What follows belongs to an exercise in optimizing a design on an open flow for small area; a production flow would make more cautious choices. In this exercise RTL edits were held to simulation tests only and were not proved equivalent to the original. Power and IR drop assume default switching activity.

==> flow/design.v (excerpt) <==
module synth_top (
   input  logic        clk_100mhz,
   input  logic        sys_rst,
   input  logic [7:0]  keys,
   output logic        spk,
   output logic [15:0] audio_sample,
   output logic [7:0]  active_voices
);
For scale: roughly 760 flip-flops, about 35 I/O pins, roughly 0.075 mm2 of cells after synthesis.
export LEC_CHECK = 0
export CAP_MARGIN = 10
export CORE_MARGIN = 2
export CORE_UTILIZATION = 55
export CTS_BUF_LIST = sky130_fd_sc_hd__clkbuf_16
export CTS_CLUSTER_DIAMETER = 100
export CTS_CLUSTER_SIZE = 20
export SLEW_MARGIN = 10
create_clock -name core_clock -period 10.0 [get_ports {clk_100mhz}]
standard.sh (not shown) runs the stock make flow with config.mk's settings and CLKGATE_MAP_FILE= SYNTH_SCRIPT=/design/flow/synth_recipe.tcl, a recipe that flattens the netlist after the stock synthesis.
==> flow/flow/run.sh <==
#!/bin/bash
# Layout flow: the standard flow, except that synthesis maps the
# logic with an area-oriented ABC script (flow/abc_area2.script) instead
# of the speed script. The registers must come out exactly as the
# standard synthesis makes them; if they do not, the standard synthesis
# is used instead. Every tool's output goes to a log file in this folder.
set -uo pipefail
HERE=$PWD
R=$HERE/orfs/results/$FLOW_PLATFORM/synth_top/base

bash standard.sh synth > std_synth.log 2>&1 || { echo "standard synthesis failed"; exit 1; }
cp "$R/1_2_yosys.v" "$HERE/ref_1_2_yosys.v"

# 2. the same synthesis with the area ABC script
sed "s|log_cmd abc {\*}\$abc_args|log_cmd abc {*}[lreplace \$abc_args 1 1 $HERE/flow/abc_area2.script]|" \
   "$FLOW_HOME/scripts/synth.tcl" > "$HERE/area_synth_core.tcl"
if ! grep -q "abc_area2.script" "$HERE/area_synth_core.tcl"; then
   echo "could not patch synth.tcl; keeping the standard synthesis" > area_synth.log
else
   sed "s|source \$::env(SCRIPTS_DIR)/synth.tcl|source $HERE/area_synth_core.tcl|" \
      "$HERE/synth_recipe.tcl" > "$HERE/area_synth.tcl"
   mkdir -p "$HERE/std_results"
   cp -p "$R"/1_* "$HERE/std_results/"
   rm -f "$R/1_2_yosys.v" "$R/1_2_yosys.sdc" "$R/1_synth.odb" "$R/1_synth.sdc"
   if bash standard.sh SYNTH_SCRIPT="$HERE/area_synth.tcl" synth > area_synth.log 2>&1 \
      && python3 "$HERE/flow/same_regs.py" "$HERE/ref_1_2_yosys.v" "$R/1_2_yosys.v" > same_regs.log 2>&1; then
      echo "using the area synthesis" >> area_synth.log
   else
      echo "registers differ or synthesis failed; restoring the standard synthesis" >> area_synth.log
      rm -f "$R"/1_*
      cp -p "$HERE/std_results/"1_* "$R/"
   fi
fi

# 3. the rest of the standard flow
bash standard.sh finish > std_finish.log 2>&1 || { echo "layout failed"; exit 1; }
==> flow/flow/abc_area2.script <==
&get -n
&st
&dch
&nf -R 1000
&st
&syn2
&dch
&nf -R 1000
&put
topo
stime -c
==> flow/flow/same_regs.py <==
# exit 0 if two gate-level netlists hold the same registers: same
# instance names, each of the same cell type
import re, sys

def regs(path):
    text = open(path).read()
    out = {}
    for cell, name in re.findall(r'^\s*(sky130_fd_sc_hd__\w*df\w*)\s+(\S+)\s*\(', text, re.M):
        out[name] = cell
    return out

a, b = regs(sys.argv[1]), regs(sys.argv[2])
print(len(a), "registers in the reference,", len(b), "in the area synthesis")
if a != b:
    for k in sorted(set(a) | set(b)):
        if a.get(k) != b.get(k):
            print("differs:", k, a.get(k), b.get(k))
    sys.exit(1)
print("same registers")
The baseline went through all stages and came out clean.
Edit:
--- a/flow/config.mk
+++ b/flow/config.mk
@@ -6,9 +6,10 @@
 export NUM_CORES = 4
 export LEC_CHECK = 0
-export CAP_MARGIN = 10
+export CAP_MARGIN = 20
 export CORE_MARGIN = 2
 export CORE_UTILIZATION = 55
 export CTS_BUF_LIST = sky130_fd_sc_hd__clkbuf_16
 export CTS_CLUSTER_DIAMETER = 100
-export CTS_CLUSTER_SIZE = 20
-export SLEW_MARGIN = 10
+export CTS_CLUSTER_SIZE = 28
+export PLACE_DENSITY = 0.8
+export SLEW_MARGIN = 20
After rerunning:
- The new run completed without violations
- fmax came out lower by 1.4%
- critical path depth does not change
- sequential share of layout area barely changes
- final area stays flat
- total power came out higher by 0.38%
- worst hold slack barely changes
- worst setup slack is worse by 0.14 ns
- sequential power barely changes
Edit:
--- a/flow/config.mk
+++ b/flow/config.mk
@@ -6,10 +6,9 @@
 export NUM_CORES = 4
 export LEC_CHECK = 0
-export CAP_MARGIN = 20
+export CAP_MARGIN = 0
 export CORE_MARGIN = 2
 export CORE_UTILIZATION = 55
 export CTS_BUF_LIST = sky130_fd_sc_hd__clkbuf_16
 export CTS_CLUSTER_DIAMETER = 100
-export CTS_CLUSTER_SIZE = 28
-export PLACE_DENSITY = 0.8
-export SLEW_MARGIN = 20
+export CTS_CLUSTER_SIZE = 20
+export SLEW_MARGIN = 0
What happened: Routed wire length decreases by 0.91%; setup slack improved by 0.14 ns; power decreases by 0.38%; die area stays the same.
Edit:
--- a/flow/config.mk
+++ b/flow/config.mk
@@ -6,5 +6,5 @@
 export NUM_CORES = 4
 export LEC_CHECK = 0
-export CAP_MARGIN = 0
+export CAP_MARGIN = 20
 export CORE_MARGIN = 2
 export CORE_UTILIZATION = 55
@@ -12,3 +12,3 @@
 export CTS_CLUSTER_DIAMETER = 100
 export CTS_CLUSTER_SIZE = 20
-export SLEW_MARGIN = 0
+export SLEW_MARGIN = 20
Outcome:
- The changed run completed with no timing, DRC or antenna violations
- total power hardly moves
- utilization stays flat
- non-clock buffer count rose by 1
- clock skew stays flat
- combinational power is about the same
- via count hardly moves
- die area does not change
- clock-buffer cell count does not change
- maximum frequency is about the same
Edit:
--- a/flow/config.mk
+++ b/flow/config.mk
@@ -9,6 +9,6 @@
 export CORE_MARGIN = 2
 export CORE_UTILIZATION = 55
-export CTS_BUF_LIST = sky130_fd_sc_hd__clkbuf_16
-export CTS_CLUSTER_DIAMETER = 100
-export CTS_CLUSTER_SIZE = 20
+export CTS_BUF_LIST = sky130_fd_sc_hd__clkbuf_8
+export CTS_CLUSTER_DIAMETER = 50
+export CTS_CLUSTER_SIZE = 10
 export SLEW_MARGIN = 20
After rerunning: The new run ran to the end with no violations; area after synthesis stays the same; design area grows by 0.93%; flip-flop and latch count stays the same; die area is unchanged; wire length grows by 0.49%; power grows by 7.8%; maximum frequency grows by 0.64%; count of clock-buffer cells in the layout grows by 69; setup slack improved by 0.060 ns.
Edit:
--- a/flow/config.mk
+++ b/flow/config.mk
@@ -9,6 +9,7 @@
 export CORE_MARGIN = 2
 export CORE_UTILIZATION = 55
-export CTS_BUF_LIST = sky130_fd_sc_hd__clkbuf_8
-export CTS_CLUSTER_DIAMETER = 50
-export CTS_CLUSTER_SIZE = 10
+export CTS_BUF_LIST = sky130_fd_sc_hd__clkbuf_16
+export CTS_CLUSTER_DIAMETER = 100
+export CTS_CLUSTER_SIZE = 20
+export PLACE_DENSITY = 0.8
 export SLEW_MARGIN = 20
The changed run ran to the end with no violations.
Hold slack barely changes.
Clock power came out lower by about a fifth.
Global-route usage falls by 0.10 points.

-- re-timing with driven ports --
No port has a modelled driver above. Below, the same layouts with a new extraction and two added sets of constraints.
Step 1 assumes that a clkbuf_16 drives the clock port and a buf_2 every other input.
Step 2 moves the port delays by t, midway between the first and last clock arrival at a register: inputs arrive t later, outputs are due t later. That takes back most of the time a late clock gives input paths.
Slacks: ideal ports / drivers / drivers and shift; pairs: ideal ports / drivers.
run | t, ns | setup WS [ns] | worst data-port slew with drivers (ns) | pins driven straight from the clock port
the first run | 0.750 | 0.567 / 0.567 / 0.567 | 0.04 | 1
the second run | 0.746 | 0.429 / 0.429 / 0.429 | 0.05 | 1
the third run | 0.750 | 0.567 / 0.567 / 0.567 | 0.04 | 1
the fourth run | 0.749 | 0.544 / 0.544 / 0.544 | 0.04 | 1
the fifth run | 0.895 | 0.604 / 0.604 / 0.604 | 0.04 | 1
the sixth run | 0.732 | 0.434 / 0.434 / 0.434 | 0.05 | 1
After both steps every run listed still meets setup and hold.
